Background: an optimization exercise with open tools, aiming at small area and few clock cycles. Do not read the settings as production practice.
Function not checked in this run: the RTL went through the layout flow alone.

===== design/flow/config.mk =====
export PLATFORM = sky130hd
export DESIGN_NAME = exec_cluster
export DESIGN_NICKNAME = exec_cluster
export VERILOG_FILES = /design/flow/design.v
export SDC_FILE = /design/flow/constraint.sdc
export NUM_CORES = 4
export LEC_CHECK = 0
export CAP_MARGIN = 20
export CORE_MARGIN = 2
export CORE_UTILIZATION = 40
export SLEW_MARGIN = 20

===== design/flow/constraint.sdc =====
create_clock -name core_clock -period 6.0 [get_ports {clk}]
set_input_delay 1.2000 -clock core_clock [delete_from_list [all_inputs] [get_ports {clk}]]
set_output_delay 1.2000 -clock core_clock [all_outputs]
set_load 0.01 [all_outputs]

===== design/flow/design.v =====
package riscv_pkg;
	localparam int xlen    = 32;
	localparam int depth   = 4;                           
	localparam int iq_w    = 12 + 3 + 5 + xlen;           
endpackage
module op_queue #(
	parameter int width = riscv_pkg::iq_w
) (
	input  logic             clk,
	input  logic             rst_n,
	input  logic             push,
	input  logic [width-1:0] push_data,
	input  logic             pop,
	output logic [width-1:0] head,
	output logic             not_empty,
	output logic             empty_nx      
);
	logic [width-1:0] ent [4];
	logic [2:0]       count;
	logic [2:0]       count_nx;
	assign head      = ent[0];
	assign not_empty = (count != 3'd0);
	assign count_nx  = count + {2'b0, push} - {2'b0, pop};
	assign empty_nx  = (count_nx == 3'd0);
	always_ff @(posedge clk) begin
		for (int k = 0; k < 4; k++) begin
			if (push && (count_nx == 3'(k + 1)))
				ent[k] <= push_data;
			else if (pop && k < 3)
				ent[k] <= ent[(k < 3) ? k + 1 : k];
		end
	end
	always_ff @(posedge clk or negedge rst_n) begin
		if (!rst_n)
			count <= '0;
		else
			count <= count_nx;
	end
endmodule
module r_type_alu (
	input  logic [31:0] a,          
	input  logic [31:0] bx,         
	input  logic        inv,        
	input  logic        arith,      
	input  logic        left,       
	input  logic [7:0]  sel,        
	output logic [31:0] d
);
	logic [32:0] sum;
	logic        lt;
	logic        ltu;
	logic        bsign;
	logic [31:0] sh_in;
	logic [31:0] shr;
	logic [31:0] shl;
	assign sum   = {1'b0, a} + {1'b0, bx} + {32'b0, inv};
	assign ltu   = ~sum[32];
	assign bsign = ~bx[31];                           
	assign lt    = (a[31] ^ bsign) ? a[31] : sum[31];
	always_comb begin
		for (int k = 0; k < 32; k++)
			sh_in[k] = left ? a[31-k] : a[k];
	end
	assign shr = $unsigned($signed({arith & a[31], sh_in}) >>> bx[4:0]);
	always_comb begin
		for (int k = 0; k < 32; k++)
			shl[k] = shr[31-k];
	end
	assign d = ({32{sel[0]}} & sum[31:0]) | ({32{sel[1]}} & shl)
		| {31'b0, (sel[2] & lt) | (sel[3] & ltu)}
		| ({32{sel[4]}} & (a ^ bx)) | ({32{sel[5]}} & shr)
		| ({32{sel[6]}} & (a | bx)) | ({32{sel[7]}} & (a & bx));
endmodule
module i_type_alu (
	input  logic [63:0]                 op,     
	output logic [riscv_pkg::iq_w-1:0] packed_op
);
	assign packed_op = {op[63:52], op[46:44], op[43:39], op[31:0]};
endmodule
module wb_arbiter (
	input  logic clk,
	input  logic rst_n,
	input  logic acc_r,         
	input  logic acc_i,         
	input  logic i_queued,      
	input  logic i_empty_nx,    
	output logic take_i,        
	output logic push_i,        
	output logic pop_i,         
	output logic r_credit,
	output logic i_credit,
	output logic wb_valid
);
	logic [2:0] owe_r;          
	logic [2:0] owe_r_acc;
	assign take_i   = ~acc_r & (acc_i | i_queued);
	assign pop_i    = ~acc_r & i_queued;
	assign push_i   = acc_i & (acc_r | i_queued);
	assign wb_valid = acc_r | take_i;
	assign i_credit  = take_i;
	assign owe_r_acc = owe_r + {2'b0, acc_r};
	assign r_credit  = (owe_r_acc != 3'd0) & (i_empty_nx | take_i);
	always_ff @(posedge clk or negedge rst_n) begin
		if (!rst_n)
			owe_r <= '0;
		else
			owe_r <= owe_r_acc - {2'b0, r_credit};
	end
endmodule
module exec_cluster (
	input  logic        clk,
	input  logic        rst_n,
	input  logic        r_valid,
	input  logic [95:0] r_op,
	output logic        r_credit,
	input  logic        i_valid,
	input  logic [63:0] i_op,
	output logic        i_credit,
	output logic        wb_valid,
	output logic [36:0] wb
);
	logic                       acc_r;
	logic                       acc_i;
	logic [riscv_pkg::iq_w-1:0] i_new;
	logic [riscv_pkg::iq_w-1:0] i_head;
	logic [riscv_pkg::iq_w-1:0] i_sel;
	logic                       i_queued;
	logic                       i_empty_nx;
	logic                       take_i;
	logic                       push_i;
	logic                       pop_i;
	logic [31:0]                a;
	logic [31:0]                bx;
	logic                       inv;
	logic                       arith;
	logic                       left;
	logic [7:0]                 sel;
	logic [2:0]                 r_f3;
	logic                       r_inv;
	logic                       r_legal;
	logic [7:0]                 r_sel;
	logic [2:0]                 i_f3;
	logic                       i_inv;
	logic                       i_legal;
	logic [7:0]                 i_sel8;
	logic [31:0]                i_b;
	logic [4:0]                 rd;
	logic [31:0]                d;
	assign acc_r = r_valid & rst_n;
	assign acc_i = i_valid & rst_n;
	i_type_alu u_i_fields (
		.op        (i_op),
		.packed_op (i_new)
	);
	op_queue u_i_queue (
		.clk       (clk),
		.rst_n     (rst_n),
		.push      (push_i),
		.push_data (i_new),
		.pop       (pop_i),
		.head      (i_head),
		.not_empty (i_queued),
		.empty_nx  (i_empty_nx)
	);
	wb_arbiter u_arbiter (
		.clk        (clk),
		.rst_n      (rst_n),
		.acc_r      (acc_r),
		.acc_i      (acc_i),
		.i_queued   (i_queued),
		.i_empty_nx (i_empty_nx),
		.take_i     (take_i),
		.push_i     (push_i),
		.pop_i      (pop_i),
		.r_credit   (r_credit),
		.i_credit   (i_credit),
		.wb_valid   (wb_valid)
	);
	assign i_sel = i_queued ? i_head : i_new;
	assign r_f3    = r_op[78:76];
	assign r_inv   = ~r_f3[2] & (r_f3[1] | r_op[94]);
	assign r_legal = ~r_op[89] & (~r_op[94] | (r_f3 == 3'b000) | (r_f3 == 3'b101));
	assign r_sel   = {8{r_legal}} & (8'd1 << r_f3);
	assign i_f3    = i_sel[39:37];
	assign i_inv   = ~i_f3[2] & i_f3[1];
	assign i_legal = ~((i_f3 == 3'b001) & i_sel[50]);
	assign i_sel8  = {8{i_legal}} & (8'd1 << i_f3);
	assign i_b     = {{20{i_sel[51]}}, i_sel[51:40]};
	always_comb begin
		if (acc_r) begin
			a     = r_op[63:32];
			bx    = r_op[31:0] ^ {32{r_inv}};
			inv   = r_inv;
			arith = r_op[94];
			left  = ~r_f3[2];
			sel   = r_sel;
			rd    = r_op[75:71];
		end else begin
			a     = i_sel[31:0];
			bx    = i_b ^ {32{i_inv}};
			inv   = i_inv;
			arith = i_sel[50];
			left  = ~i_f3[2];
			sel   = i_sel8;
			rd    = i_sel[36:32];
		end
	end
	r_type_alu u_alu (
		.a     (a),
		.bx    (bx),
		.inv   (inv),
		.arith (arith),
		.left  (left),
		.sel   (sel),
		.d     (d)
	);
	assign wb = {rd, d};
endmodule

===== design/flow/run.sh =====
#!/bin/bash
# synth_recipe.tcl (not shown) runs the flow's synth.tcl, then flattens the netlist and writes it again
# the make line also repeats each setting of config.mk as NAME=value (left out here)
make -C /OpenROAD-flow-scripts/flow DESIGN_CONFIG=/design/flow/config.mk WORK_HOME=/design/flow/orfs CLKGATE_MAP_FILE= SYNTH_SCRIPT=/design/flow/synth_recipe.tcl finish

==> flow_metrics.py <==
metrics = {
    "yosys": {
        "synthTopCellsByArea": "edfxtp_1, mux2_2, ha_1",
        "async_flop_share_pct": 2.80,
        "postSynthNetCount": 1940,
        "synth_ff_type": "edfxtp_1",
        "yosys.area_share.adder_pct": 5.57,
        "synth_compound_area_share_pct": 19.6,
        "synthSimpleGateAreaFrac_pct": 13.5,
        "synth_xor_area_share_pct": 3.16,
        "yosysTopAreaCellShare_pct": 36.4,
        "synth_area_leader_cell": "edfxtp_1",
        "synthMuxAreaShare_pct": 15.2,
        "yosysSeqAreaShare_pct": 37.3,
        "synth.distinct_cells": 99,
        "synth_enable_flop_cells": 208,
        "yosys_warnings": 5,
        "netlist_instances": 1702,
        "synth_top_family_by_area": "compound AO/OA/AOI/OAI gates",
        "ys_ff_latch": 214,
        "synth_area_mm2": 0.0172,
        "synth.avg_cell_area_um2": 10.1,
    },
    "layout": {
        "layout.nets": 2544,
        "drive_gt1_share_pct": 44.2,
        "insertedDiodeCount": 0,
        "n_fill_cell": 3497,
        "area_growth_pct": 47.3,
        "post-route-cell-area_mm2": 0.0253,
        "final-seq-area_mm2": 0.00640,
        "multi_input_area_mm2": 0.0112,
    },
    "floorplanning": {
        "die_x_um": 211,
        "initial_core_util_pct": 40.7,
        "die-area_mm2": 0.0446,
        "fp.coreArea_mm2": 0.0421,
        "die_h_um": 211,
        "rows": 75,
        "io_pins": 204,
    },
    "setup_path": {
        "worstSetupPathType": "input port to output port",
        "worstPathRequired_ps": 4800,
        "startpoint_type": "input port",
        "endpoint_kind": "output port",
        "cp_max_fo": 7,
        "crit_arrival_ps": 5310,
    },
    "drt": {
        "drt_drc_violations_left": 0,
        "dr_total_vias": 16900,
        "firstDrtPassIters": 5,
        "dr.first_iter.drc_count": 1352,
        "vias_per_cell": 5.90,
        "drt-total-wl_um": 69300,
        "wire_per_inst_um": 24.3,
        "ant_nets": 0,
    },
    "place": {
        "hpwl_um": 53500,
        "place.gp.congestion": 0.961,
        "place_area_mm2": 0.0228,
        "post-place-ws_ps": -1570,
        "io_buffers": 169,
    },
    "cts": {
        "clk_latency_ps": 500,
        "cts_buffer_depth": 3,
        "cts_root_buffer": "clkbuf_16",
        "htreeDepth": 1,
        "clk_transition_reported_paths_ps": 70,
        "hold_buffers": 0,
        "clock_sink_count": 214,
        "cts_tree": "yes",
        "numCtsBuffers": 19,
    },
    "timing": {
        "rsz0062_at_grt": "yes",
        "fmax_mhz": 154,
        "drv_slew": 0,
        "tightest_slew_ps": 866,
        "fin_crit_sh_pct": 108,
        "relSlewSlack_pct": 42.3,
        "hold_viol": 0,
        "setup_viol_count_final": 5,
        "skew_ps": 6.66,
        "fin_ws_ps": -506,
        "period_minus_slack_ps": 6510,
    },
    "global_routing": {
        "grt_max_degree": 53,
        "track_usage_pct": 30.5,
        "grt_pass1_wl_um": 103000,
        "grt-ovfl-total": 0,
        "antenna_found_initial": 0,
        "first_global_vias": 16600,
    },
    "run_status": {
        "status": "finished with violations",
        "so.violations": "setup timing",
    },
    "worst_hold_path": {
        "hp-class": "flip-flop to flip-flop",
    },
    "run": {
        "maxCapViolations": 0,
    },
}
## critical path, stage by stage
cell,delay (ps)
buf_6,90
nor2b_4,130
mux2_4,310
xor2_2,150
and2_4,220
buf_6,140
a21oi_4,130
inv_2,60
ha_4,220
a211oi_2,240
o21ai_1,100
o211ai_1,150
o21bai_2,150
a2111oi_4,460
o221ai_2,160
a31oi_2,260
o21ai_2,90
fa_2,420
a221oi_2,290
nand3_1,150
buf_2,170
## per-layer routing
metal  global-route usage (%)  share of wire [%]
met5                        0                  0
met4                     15.0                5.8
met3                     2.05                6.0
met2                     49.0                 46
met1                     41.9                 43
## path summary, 6_finish.rpt
kind,start,to,slack (ps),cells after the start
worst max-delay path,i_op[45],wb[31],-510,21
worst min-delay path,u_i_queue.ent[2][49]$_DFFE_PP_,u_i_queue.ent[1][49]$_DFFE_PP_,550,1
worst max register to register,u_i_queue.count[1]$_DFF_PN0_,u_i_queue.ent[0][6]$_DFFE_PP_,1740,16
worst min register to register,u_i_queue.ent[2][49]$_DFFE_PP_,u_i_queue.ent[1][49]$_DFFE_PP_,550,1
max in group asynchronous,rst_n,u_i_queue.count[2]$_DFF_PN0_,4960,4
min in group asynchronous,rst_n,u_arbiter.owe_r[0]$_DFF_PN0_,730,3
## cells in the final DEF, fill, tap and decap left out, types with 54 or more instances in the layout
cell type,n
a21oi_1,76
edfxtp_1,208
mux2_2,167
buf_4,498
clkdlybuf4s50_1,103
inv_1,74
o21ai_0,54
nand2_1,89
nor2_1,88
ha_1,57
## final cells by class
class	instances	share of cell area [%]
Clock buffer	20	1.90
Clock inverter	14	0.490
Inverter	86	1.30
Multi-Input combinational cell	1268	44.3
Sequential cell	214	25.3
Tap cell	539	2.67
Timing Repair Buffer	717	24.1
## cell usage after synthesis (15+ instances only)
cell type  count
buf_2         37
a21o_1        18
mux2i_1       55
nand2_1       95
a31oi_1       31
and3b_1       24
ha_1          70
xnor2_1       21
clkbuf_1      71
a221oi_1      17
nand3_1       44
o211ai_1      34
mux2_2       169
edfxtp_1     208
a211o_1       15
o21ai_0       71
nor3_1        49
o31ai_1       42
xor2_1        41
a21oi_1       95
a211oi_1      17
or4b_1        22
inv_1         77
nor2_1        93
## registers in the layout, summed over array words and instances (netlist names)
name	count
u_i_queue.ent	208
u_arbiter.owe_r	3
u_i_queue.count	3
## logic make-up after synthesis
family / count (synthesis)
AND/OR/NAND/NOR: 426
buffers and inverters: 220
flip-flops: 214
AO/OA/AOI/OAI: 474
XOR/XNOR: 62
multiplexers: 232
adder cells (fa/ha/maj): 74
## stage by stage
step | hold WS [ps] | instances | utilization [%] | TNS (ps)
finish | 548 | 2858 | 60.0 | -1310
global route | 556 | 2858 | 60.0 | -2520
CTS | 547 | 2831 | 58.3 | -1500
detailed placement | 533 | 2753 | 54.2 | -28850
global placement | 524 | 2753 | 54.2 | -27760
floorplan | 523 | 1702 | - | -554
## what timing repair did
item | CTS | global route
pin swaps | 64 | 68
cloned | 1 | 0
gates resized for setup | 290 | 154
setup endpoints to repair | 33 | 31
buffers inserted | 45 | 30

afterwards: timing with drivers on the ports:
No port has a modelled driver above. Below, the same layout with a new extraction and two added sets of constraints.
Step 1: set_driving_cell puts a clkbuf_16 on clk and a buf_2 on each other input, an assumption about the parent block.
Step 2 times the ports against the registers' clock, not the clock port: input delays grow and output delays shrink by t, the midpoint of the rising clock arrivals with the driver on.
Slacks: ideal ports / drivers / drivers and shift; pairs: ideal ports / drivers.
shift t [ns]: 0.536
setup slack, ns: -0.506 / -0.538 / -0.538
clock arrival spread, ns: 0.010 / 0.010
For this run, drivers alone change the setup slack by -0.032 ns; drivers and shift together by -0.032 ns.
